From an optimization exercise on the open Yosys and OpenROAD flow, aimed at small area, a short achievable clock period and few clock cycles per item; shortcuts taken in it are not production practice.
Function was not checked in any run shown here: the RTL went through the layout flow alone.

`design/flow/run.sh`:
```
#!/bin/bash
# synth_recipe.tcl (not shown) runs the flow's synth.tcl, then flattens the netlist and writes it again
# the make line also repeats each setting of config.mk as NAME=value (left out here)
make -C /OpenROAD-flow-scripts/flow DESIGN_CONFIG=/design/flow/config.mk WORK_HOME=/design/flow/orfs CLKGATE_MAP_FILE= SYNTH_SCRIPT=/design/flow/synth_recipe.tcl finish
```
`design/flow/config.mk`:
```
export PLATFORM = sky130hd
export DESIGN_NAME = decimal_text_to_int_parser
export DESIGN_NICKNAME = decimal_text_to_int_parser
export VERILOG_FILES = /design/flow/design.v
export SDC_FILE = /design/flow/constraint.sdc
export NUM_CORES = 4
export LEC_CHECK = 0
export CAP_MARGIN = 20
export CORE_MARGIN = 2
export CORE_UTILIZATION = 40
export SLEW_MARGIN = 20
```
`design/flow/constraint.sdc`:
```
create_clock -name core_clock -period 10.0 [get_ports {clk}]
set_input_delay 2.0000 -clock core_clock [delete_from_list [all_inputs] [get_ports {clk}]]
set_output_delay 2.0000 -clock core_clock [all_outputs]
set_load 0.01 [all_outputs]
```
`design/flow/design.v`:
```
`default_nettype none
package dtip_pkg;
	localparam logic [3:0] C_MINUS = 4'b1010;
	localparam logic [3:0] C_PLUS  = 4'b1011;
	localparam logic [3:0] C_E     = 4'b1100;
	localparam logic [3:0] C_OTHER = 4'b1111;
	localparam logic [2:0] PH_SIGN       = 3'd0;
	localparam logic [2:0] PH_DIGITS     = 3'd1;
	localparam logic [2:0] PH_EXP_SIGN   = 3'd2;
	localparam logic [2:0] PH_EXP_DIGITS = 3'd3;
	localparam logic [2:0] PH_STOP       = 3'd4;
endpackage
`default_nettype wire
`default_nettype none
module decimal_text_to_int_parser (
	input  wire logic  clk,
	input  wire logic  arst_n,
	input  wire logic  cfg_we,
	input  wire logic  cfg_wdata,
	input  wire logic        in_valid,
	output logic             in_ready,
	input  wire logic [7:0]  in_char,
	input  wire logic        in_last,
	output logic             out_valid,
	input  wire logic        out_ready,
	output logic [31:0]      out_value
);
	logic       av_q, bv_q;      
	logic       al_q, bl_q;
	logic [3:0] ac_q, bc_q;
	logic       rdy_q;
	logic [3:0] in_code;
	logic       accept;
	always_comb begin
		if (in_char[7:4] == 4'h3 && in_char[3:0] <= 4'd9)
			in_code = in_char[3:0];
		else if (in_char == 8'h2D)
			in_code = dtip_pkg::C_MINUS;
		else if (in_char == 8'h2B)
			in_code = dtip_pkg::C_PLUS;
		else if (in_char == 8'h45)
			in_code = dtip_pkg::C_E;
		else
			in_code = dtip_pkg::C_OTHER;
	end
	assign in_ready = rdy_q;
	assign accept   = in_valid && rdy_q;
	logic        exp_en_q;
	logic        fresh_q;    
	logic [2:0]  phase_q;
	logic        neg_q;
	logic        sat_q;
	logic        zero_q;
	logic [3:0]  exp_q;      
	logic        eneg_q;
	logic [3:0]  nsig_q;     
	logic [31:0] mag_q;      
	logic        scale_q;
	logic [1:0]  chunk_q;
	logic [3:0]  rem_q;
	logic        ov_q;
	logic        take;
	logic [2:0]  phase_e;
	logic        neg_e, sat_e, eneg_e;
	logic [3:0]  exp_e, nsig_e;
	assign phase_e = fresh_q ? dtip_pkg::PH_SIGN : phase_q;
	assign neg_e   = neg_q  && !fresh_q;
	assign sat_e   = sat_q  && !fresh_q;
	assign eneg_e  = eneg_q && !fresh_q;
	assign exp_e   = exp_q  & {4{!fresh_q}};
	assign nsig_e  = nsig_q & {4{!fresh_q}};
	logic        is_dig, is_minus, is_plus, is_e;
	logic [3:0]  dg;
	logic [30:0] mag_eff;
	logic [34:0] m;
	logic        m_ovf;
	logic [7:0]  e_x10;
	logic [2:0]  phase_nx;
	logic        neg_nx, sat_nx, eneg_nx;
	logic [3:0]  exp_nx, nsig_nx;
	logic        mag_we;
	logic        take_mant, take_exp;
	assign is_dig   = !(ac_q[3] && (ac_q[2] || ac_q[1]));
	assign is_minus = (ac_q == dtip_pkg::C_MINUS);
	assign is_plus  = (ac_q == dtip_pkg::C_PLUS);
	assign is_e     = (ac_q == dtip_pkg::C_E);
	assign dg       = scale_q ? 4'd0 : ac_q;
	assign mag_eff = mag_q[30:0] & {31{scale_q || (nsig_e != 4'd0)}};
	assign m       = {1'b0, mag_eff, 3'b000} + {3'b000, mag_eff, 1'b0} + {31'd0, dg};
	assign m_ovf   = |m[34:31];
	assign e_x10   = {1'b0, exp_e, 3'b000} + {3'b000, exp_e, 1'b0} + {4'd0, ac_q};
	assign take = av_q && !scale_q && (!ov_q || out_ready);
	assign take_mant = ((phase_e == dtip_pkg::PH_SIGN) && !is_minus && !is_plus) ||
		(phase_e == dtip_pkg::PH_DIGITS);
	assign take_exp  = ((phase_e == dtip_pkg::PH_EXP_SIGN) && !is_minus && !is_plus) ||
		(phase_e == dtip_pkg::PH_EXP_DIGITS);
	always_comb begin
		phase_nx = phase_e;
		neg_nx   = neg_e;
		sat_nx   = sat_e;
		exp_nx   = exp_e;
		eneg_nx  = eneg_e;
		nsig_nx  = nsig_e;
		mag_we   = 1'b0;
		if (phase_e == dtip_pkg::PH_SIGN && is_minus) begin
			neg_nx = !neg_e;
		end else if (phase_e == dtip_pkg::PH_EXP_SIGN && is_minus) begin
			eneg_nx  = 1'b1;
			phase_nx = dtip_pkg::PH_EXP_DIGITS;
		end else if (phase_e == dtip_pkg::PH_EXP_SIGN && is_plus) begin
			phase_nx = dtip_pkg::PH_EXP_DIGITS;
		end else if (take_mant) begin
			if (is_dig) begin
				if (m_ovf) begin
					sat_nx   = 1'b1;
					phase_nx = dtip_pkg::PH_STOP;
				end else begin
					mag_we   = 1'b1;
					phase_nx = dtip_pkg::PH_DIGITS;
					if (nsig_e != 4'd0 || ac_q != 4'd0)
						nsig_nx = nsig_e + 4'd1;
				end
			end else if (is_e && exp_en_q && !al_q) begin
				phase_nx = dtip_pkg::PH_EXP_SIGN;
			end else begin
				phase_nx = dtip_pkg::PH_STOP;
			end
		end else if (take_exp) begin
			if (is_dig) begin
				phase_nx = dtip_pkg::PH_EXP_DIGITS;
				exp_nx   = (e_x10 > 8'd10) ? 4'd10 : e_x10[3:0];
			end else begin
				phase_nx = dtip_pkg::PH_STOP;
			end
		end
	end
	logic       d_sat, d_zero, d_scale;
	logic [4:0] sum_ne;
	assign sum_ne  = {1'b0, nsig_nx} + {1'b0, exp_nx};
	assign d_sat   = sat_nx || (!eneg_nx && exp_nx != 4'd0 && nsig_nx != 4'd0 && sum_ne >= 5'd11);
	assign d_zero  = !sat_nx && (nsig_nx == 4'd0 || (exp_nx != 4'd0 && eneg_nx && exp_nx >= nsig_nx));
	assign d_scale = !sat_nx && exp_nx != 4'd0 && nsig_nx != 4'd0 &&
		(eneg_nx ? (exp_nx < nsig_nx) : (sum_ne <= 5'd10));
	logic [7:0] dq;
	logic [3:0] dr;
	always_comb begin
		logic q;
		dr = (chunk_q == 2'd0) ? 4'd0 : rem_q;
		for (int i = 7; i >= 0; i--) begin
			q     = dr[3] || (dr[2] && (dr[1] || dr[0]));
			dq[i] = q;
			dr    = {q ? (dr[3] && dr[0]) : dr[2],
				q ? (dr[3] ? !dr[0] : (dr[1] && dr[0])) : dr[1],
				dr[0] ^ q,
				mag_q[24 + i]};
		end
	end
	always_comb begin
		logic any;
		any = 1'b0;
		for (int i = 0; i < 31; i++) begin
			out_value[i] = sat_q ? !neg_q : ((mag_q[i] && !zero_q) ^ (neg_q && any));
			any          = any || (mag_q[i] && !zero_q);
		end
		out_value[31] = neg_q && (sat_q || any);
	end
	assign out_valid = ov_q;
	logic scale_end;
	assign scale_end = scale_q && (eneg_q ? (chunk_q == 2'd3 && exp_q == 4'd1) :
		(m_ovf || exp_q == 4'd1));
	always_ff @(posedge clk or negedge arst_n) begin
		if (!arst_n) begin
			av_q     <= 1'b0;
			bv_q     <= 1'b0;
			rdy_q    <= 1'b1;
			exp_en_q <= 1'b0;
			fresh_q  <= 1'b1;
			scale_q  <= 1'b0;
			ov_q     <= 1'b0;
		end else begin
			if (take) begin
				av_q  <= bv_q || accept;
				bv_q  <= bv_q && accept;
				rdy_q <= 1'b1;
			end else begin
				av_q  <= av_q || accept;
				bv_q  <= bv_q || (av_q && accept);
				rdy_q <= !(av_q && (bv_q || accept));
			end
			if (cfg_we)
				exp_en_q <= cfg_wdata;
			if (take) begin
				fresh_q <= al_q;
				if (al_q) begin
					scale_q <= d_scale;
				end
			end else if (scale_end) begin
				scale_q <= 1'b0;
			end
			ov_q <= (take && al_q && !d_scale) || scale_end || (ov_q && !out_ready);
		end
	end
	always_ff @(posedge clk) begin
		if (take && bv_q) begin
			ac_q <= bc_q;
			al_q <= bl_q;
		end else if (take || !av_q) begin
			ac_q <= in_code;
			al_q <= in_last;
		end
		if (accept) begin
			bc_q <= in_code;
			bl_q <= in_last;
		end
		if (take) begin
			phase_q <= phase_nx;
			neg_q   <= neg_nx;
			sat_q   <= al_q ? d_sat : sat_nx;
			zero_q  <= d_zero;
			eneg_q  <= eneg_nx;
			exp_q   <= exp_nx;
			nsig_q  <= nsig_nx;
			chunk_q <= 2'd0;
			if (mag_we)
				mag_q <= {1'b0, m[30:0]};
		end else if (scale_q) begin
			if (!eneg_q) begin
				mag_q <= {1'b0, m[30:0]};
				exp_q <= exp_q - 4'd1;
				if (m_ovf)
					sat_q <= 1'b1;
			end else begin
				mag_q   <= {mag_q[23:0], dq};
				rem_q   <= dr;
				chunk_q <= chunk_q + 2'd1;
				if (chunk_q == 2'd3)
					exp_q <= exp_q - 4'd1;
			end
		end
	end
endmodule
`default_nettype wire
```
==> results.txt, run 1 <==
Tcrit/Tclk final=0.776; Primary FF master, synth=edfxtp_1; number of global-route vias before repair=approximately 7300; worst reg2reg setup slack=~2.2 ns; Clock transition at path regs=approximately 0.070 ns; status=timing/DRC/antenna clean; fin util=0.450; Largest stage delay, worst path=0.68 ns; die area=22200 sq um; Final Hold Viols=0; die width=about 150 microns; Max stage delay cell, worst path=dfstp_2; Crit Path Category=reg2reg; share of cells above drive strength 1=0.0664; startpoint types=flop; syn_area_per_cell=slightly above 8 sq um; Overall Global Routing Usage=0.220; fin worst setup slack=roughly 2.2 ns; # setup viols final=0; H-tree depth=3; pre-CTS setup slack=2.36 ns; Num Clock Sinks=70; delay-heaviest family, CP=simple AND/OR/NAND/NOR gates; post-CTS sizing=0; worst-case clock buffer depth=2; RSZ-0062 raised after global routing=no; Worst-Skew Late Latency=0.35 ns; Post-Layout Cell Count=roughly 1300; min cycle time layout=about 7.8 ns; most frequent cells in the layout=93 x nor2_1, 90 x a21oi_1, 88 x o21ai_0; Final Net Count=approximately 1200; port bufs=48; buffer and inverter count on the worst path=1; CP Capture Type=flop; post-route cell area=around 9400 sq um; num rows=53; first-pass GRT wire length=about 40000 microns; core area=20800 sq um; Seq/Total Area, Yosys=0.243; Crit path required time=10.21 ns; Min Hold Slack=a little under 0.5 ns; synthesized instance count=slightly above 1000; DRC=0; initial antenna violation count=0; worst hold start=chunk_q[1]; Max Cap Viol=0; Initial Util=0.405; DP Area=~9100 sq um; setup tns final=0 ns; yosys warns=1; CTS Hold Bufs=0; area grow syn2layout=11.3%; Netlist Area Pre-Place=approximately 8400 sq um; skew final=around 0.0098 ns; synth unique cells=96; Worst EP arrival=between 7 and 8 ns; Vias=between 7000 and 8000; Setup Buffers After CTS=0; Placer Congestion=slightly above 0.9; grt ovf=0; cts bufs inserted=9; final WL=~24000 microns; # diodes=0; worst-margin pin slew=0.958 ns; #FFs+latches synth=70; TritonCTS clock tree=yes; post-DR wirelength/cell=18.2 microns; commonest non-fill, non-tap cell in the layout=nor2_1; Vias per Instance=5.97; ys async rst share=0.100; HP Class=reg2reg; # IOs=a little under 50; Root Driver=clkbuf_16; largest net degree at the start of global routing=40; First-pass DRT Iterations=5; placed insts=between 1000 and 1500; Max Clk Rate=~130 MHz; critical path startpoint=fresh_q; drt initial violations=645; Die Height=between 100 and 150 microns; Slew Viols, Final=0; launch point of the worst reg-to-reg path=fresh_q; relative slew slack=0.362; worst-path maximum fanout=32; Post-synth EDFFs=61; Routed Antenna Nets=0; Detail Placement HPWL=between 15000 and 20000 microns; Post-Syn Nets=~1100
==> per-layer routing <==
layer / GRT usage / wire length [microns] / vias up / share of wire
met2: 0.332 / 10500 / 226 / 0.43
met3: 0.0223 / 1130 / 24 / 0.047
met4: 0.0552 / 295 / 0 / 0.012
met5: 0 / 0 / - / 0
met1: 0.334 / 12300 / 3789 / 0.51
li1: - / - / 3889 / -
==> worst paths after layout <==
path,end,depth (start not counted)
max in group asynchronous,rdy_q,1
worst max-delay path,ov_q,28
worst min register to register,chunk_q[1],2
worst min-delay path,chunk_q[1],2
min in group asynchronous,bv_q,1
worst max register to register,ov_q,28
==> synthesized netlist by cell type (all sizes together), types with 5 or more instances <==
cell type | number | share of area
nor2 | 95 | 0.043
a21oi | 93 | 0.057
o21ai | 91 | 0.054
nand2 | 86 | 0.038
ha | 83 | 0.12
edfxtp | 61 | 0.22
clkbuf | 39 | 0.017
and2 | 38 | 0.029
inv | 38 | 0.017
nor3 | 29 | 0.018
xor2 | 27 | 0.028
xnor2 | 23 | 0.026
a211oi | 21 | 0.021
a21o | 17 | 0.015
nor2b | 17 | 0.013
buf | 15 | 0.012
o21a | 15 | 0.013
nand3 | 14 | 0.0083
nand2b | 12 | 0.0089
o31ai | 12 | 0.011
nand4 | 11 | 0.0082
o211ai | 11 | 0.011
or2 | 11 | 0.0082
and3 | 10 | 0.0076
mux2i | 10 | 0.012
or3 | 10 | 0.0074
a31oi | 9 | 0.0067
a22oi | 8 | 0.0071
a2111oi | 7 | 0.012
mux2 | 7 | 0.0094
nand3b | 7 | 0.0062
nor3b | 6 | 0.0053
o21bai | 6 | 0.0053
a211o | 5 | 0.0053
dfrtp | 5 | 0.015
nor4 | 5 | 0.0037
nor4b | 5 | 0.0052
o311ai | 5 | 0.0052
==> state kept, by name, summed over array words and instances, names as in the netlist, 2 cells and up <==
signal   count
ac_q         4
exp_q        4
nsig_q       4
bc_q         4
mag_q       32
chunk_q      2
phase_q      3
rem_q        4
==> final cells by class <==
cell class,count,area [sq um]
Tap cell,275,344
Sequential cell,70,2050
Clock inverter,6,70.1
Multi-Input combinational cell,871,5980
Inverter,40,150
Clock buffer,10,229
Timing Repair Buffer,57,548
Fill cell,2135,11400
==> cell families after synthesis <==
logic type | after synthesis | synth area share
simple gates | 368 | 0.222
compound gates | 346 | 0.275
buf+inv | 94 | 0.0474
fa+ha+maj | 90 | 0.136
flops | 70 | 0.243
xor+xnor | 50 | 0.0542
mux | 17 | 0.0212
==> tightest hold or removal path: stages (launching register included) <==
cell and delay [ns]:
dfxtp_1 0.32, nand2_1 0.06, a21oi_1 0.05
==> run 2, diff against run 1 <==
--- a/design/flow/config.mk
+++ b/design/flow/config.mk
@@ -10,2 +10,3 @@
 export CORE_UTILIZATION = 40
+export SETUP_SLACK_MARGIN = 5
 export SLEW_MARGIN = 20
==> run 2 against run 1 <==
Effect of this change: worst hold slack got worse by 0.0081 ns; cell count increased by 3.5%; critical path type unchanged; largest cell class unchanged.
==> results.txt, run 2 <==
most frequent CP cell=o21ai_2; Vias=approximately 8000; Routed Antenna Nets=0; FILL cells=around 2000; Max stage delay cell, worst path=dfstp_2; Netlist Area Pre-Place=between 8000 and 9000 sq um; Detail Placement HPWL=18500 microns; commonest non-fill, non-tap cell in the layout=nor2_1; Initial Util=0.405; core area=approximately 21000 sq um; worst-margin pin slew=between 0.9 and 1 ns; CP Capture Type=flop; ys async rst share=0.100; Final Net Count=1197; most frequent cell after synthesis=nor2_1; first-pass GRT wire length=approximately 41000 microns; DP Area=roughly 9300 sq um; Crit path required time=a little over 10 ns; post-route cell area=10300 sq um; Primary FF master, synth=edfxtp_1; setup tns final=0 ns; Post-Syn Nets=~1100; # diodes=0; relative slew slack=0.338; delay-heaviest family, CP=compound AO/OA/AOI/OAI gates; die area=~22000 sq um; Worst-Skew Late Latency=around 0.35 ns; share of cells above drive strength 1=0.187; Worst EP arrival=around 6.0 ns; Max Clk Rate=about 170 MHz; most frequent cells in the layout=90 x nor2_1, 82 x nand2_1, 82 x a21oi_1; Final Hold Viols=0; fin util=0.494; status=timing/DRC/antenna clean; syn_area_per_cell=8.14 sq um; Post-synth EDFFs=61; largest net degree at the start of global routing=40; synthesized instance count=1035; Largest stage delay, worst path=between 0.5 and 0.6 ns; # setup viols final=0; num rows=53; grt peak-use layer=met2; HP Class=reg2reg; die width=149 microns; DRC=0; met2 GRT Util=0.370; main area contributors after synthesis=edfxtp_1 22%, ha_1 12%, a21oi_1 5.3%; area grow syn2layout=22.1%; buffer and inverter count on the worst path=3; Crit Path Category=reg2reg; min cycle time layout=~6 ns; H-tree depth=3; Overall Global Routing Usage=0.235; #FFs+latches synth=70; port bufs=between 40 and 50; Num Clock Sinks=70; number of flip-flops in the largest register=32; initial antenna violation count=0; Synth top area share=0.217; synth unique cells=between 90 and 100; Max Cap Viol=0; Die Height=about 150 microns; number of global-route vias before repair=7532; Root Driver=clkbuf_16; post-synth top area cell=edfxtp_1; pre-CTS setup slack=approximately 3.7 ns; post-DR wirelength/cell=around 19 microns; skew final=roughly 0.0077 ns; cts bufs inserted=9; worst-case clock buffer depth=2; Placer Congestion=just over 0.9; Slew Viols, Final=0; Most flops, register=mag_q; GR met3 Demand/Resource=0.0312; drt initial violations=597; First-pass DRT Iterations=4; Post-synth top cells=94 x nor2_1, 90 x a21oi_1, 89 x o21ai_0, 86 x nand2_1, 83 x ha_1; startpoint types=flop; worst-path maximum fanout=8; RSZ-0062 raised after global routing=yes; # IOs=49; TritonCTS clock tree=yes; Tcrit/Tclk final=0.583; fin worst setup slack=4.17 ns; Seq/Total Area, Yosys=0.243; Clock transition at path regs=approximately 0.070 ns; met1 GRT Util=0.340; grt ovf=0; yosys warns=1; Vias per Instance=between 5 and 6; final WL=26300 microns
==> run 2: cell counts after synthesis <==
No cell type changed its count.
==> run 2: stage by stage <==
stage / instances / hold slack, ns
after floorplan: 1035 / 0.440
after global placement: 1311 / 0.454
after detailed placement: 1311 / 0.462
after CTS: 1354 / 0.472
after global routing: 1375 / 0.508
final: 1375 / 0.473
==> run 2: layer usage <==
metal	part of all wire	vias to the layer above	wire length (microns)
li1	-	4001	-
met1	0.49	3944	12800
met2	0.45	227	11900
met3	0.043	34	1140
met4	0.021	0	546
met5	0	-	0
==> run 2: final cells by class <==
cell class              instances  area [sq um]  share of cell area
flip-flops and latches         70          2050               0.199
well taps                     275           344              0.0334
clock buffers                   9           225              0.0219
inverters                      40           163              0.0158
multi-input cells             874          6570               0.639
repair buffers                100           871              0.0847
clock inverters                 7          62.6             0.00608
==> run 2: kinds of logic after synthesis <==
logic type / after synthesis / share of synthesized area
AND/OR/NAND/NOR: 368 / 0.222
adder cells (fa/ha/maj): 90 / 0.136
AO/OA/AOI/OAI: 346 / 0.275
buffers and inverters: 94 / 0.0474
XOR/XNOR: 50 / 0.0542
flip-flops: 70 / 0.243
multiplexers: 17 / 0.0212
==> run 2: path summary, 6_finish.rpt <==
path | startpoint | endpoint | slack [ns] | cells past startpoint
min | bv_q | rdy_q | 0.47 | 1
max | fresh_q | ov_q | 4.17 | 29
min in group asynchronous | arst_n | exp_en_q | 1.92 | 1
max in group asynchronous | arst_n | fresh_q | 7.77 | 1
max reg2reg | fresh_q | ov_q | 4.17 | 29
min reg2reg | bv_q | rdy_q | 0.47 | 1
==> run 2: repair_timing <==
action / 4_1_cts / 5_1_grt
gates resized for setup: 59 / 52
cloned: 2 / 1
hold buffers: 0 / 0
endpoints found under the setup margin: 64 / 54
pin swaps: 30 / 20
setup buffers: 25 / 20

## afterwards: timing with drivers on the ports
How much do the figures lean on ideal ports? The routed layouts below were timed once more, with nothing changed but the port constraints.
Step 1: set_driving_cell puts a clkbuf_16 on clk and a buf_2 on each other input, an assumption about the parent block.
Step 2 moves the port delays by t, midway between the first and last clock arrival at a register: inputs arrive t later, outputs are due t later. That takes back most of the time a late clock gives input paths.
Three values: no drivers, after step 1, after step 2; two values: the first two.
run | t (ns) | setup WS [ns] | worst slew at a driven data input, ns
run 1 | 0.384 | 2.242 / 2.242 / 2.242 | 0.03
run 2 | 0.384 | 4.169 / 4.169 / 4.169 | 0.03
After both steps setup and hold are still met in every run listed.
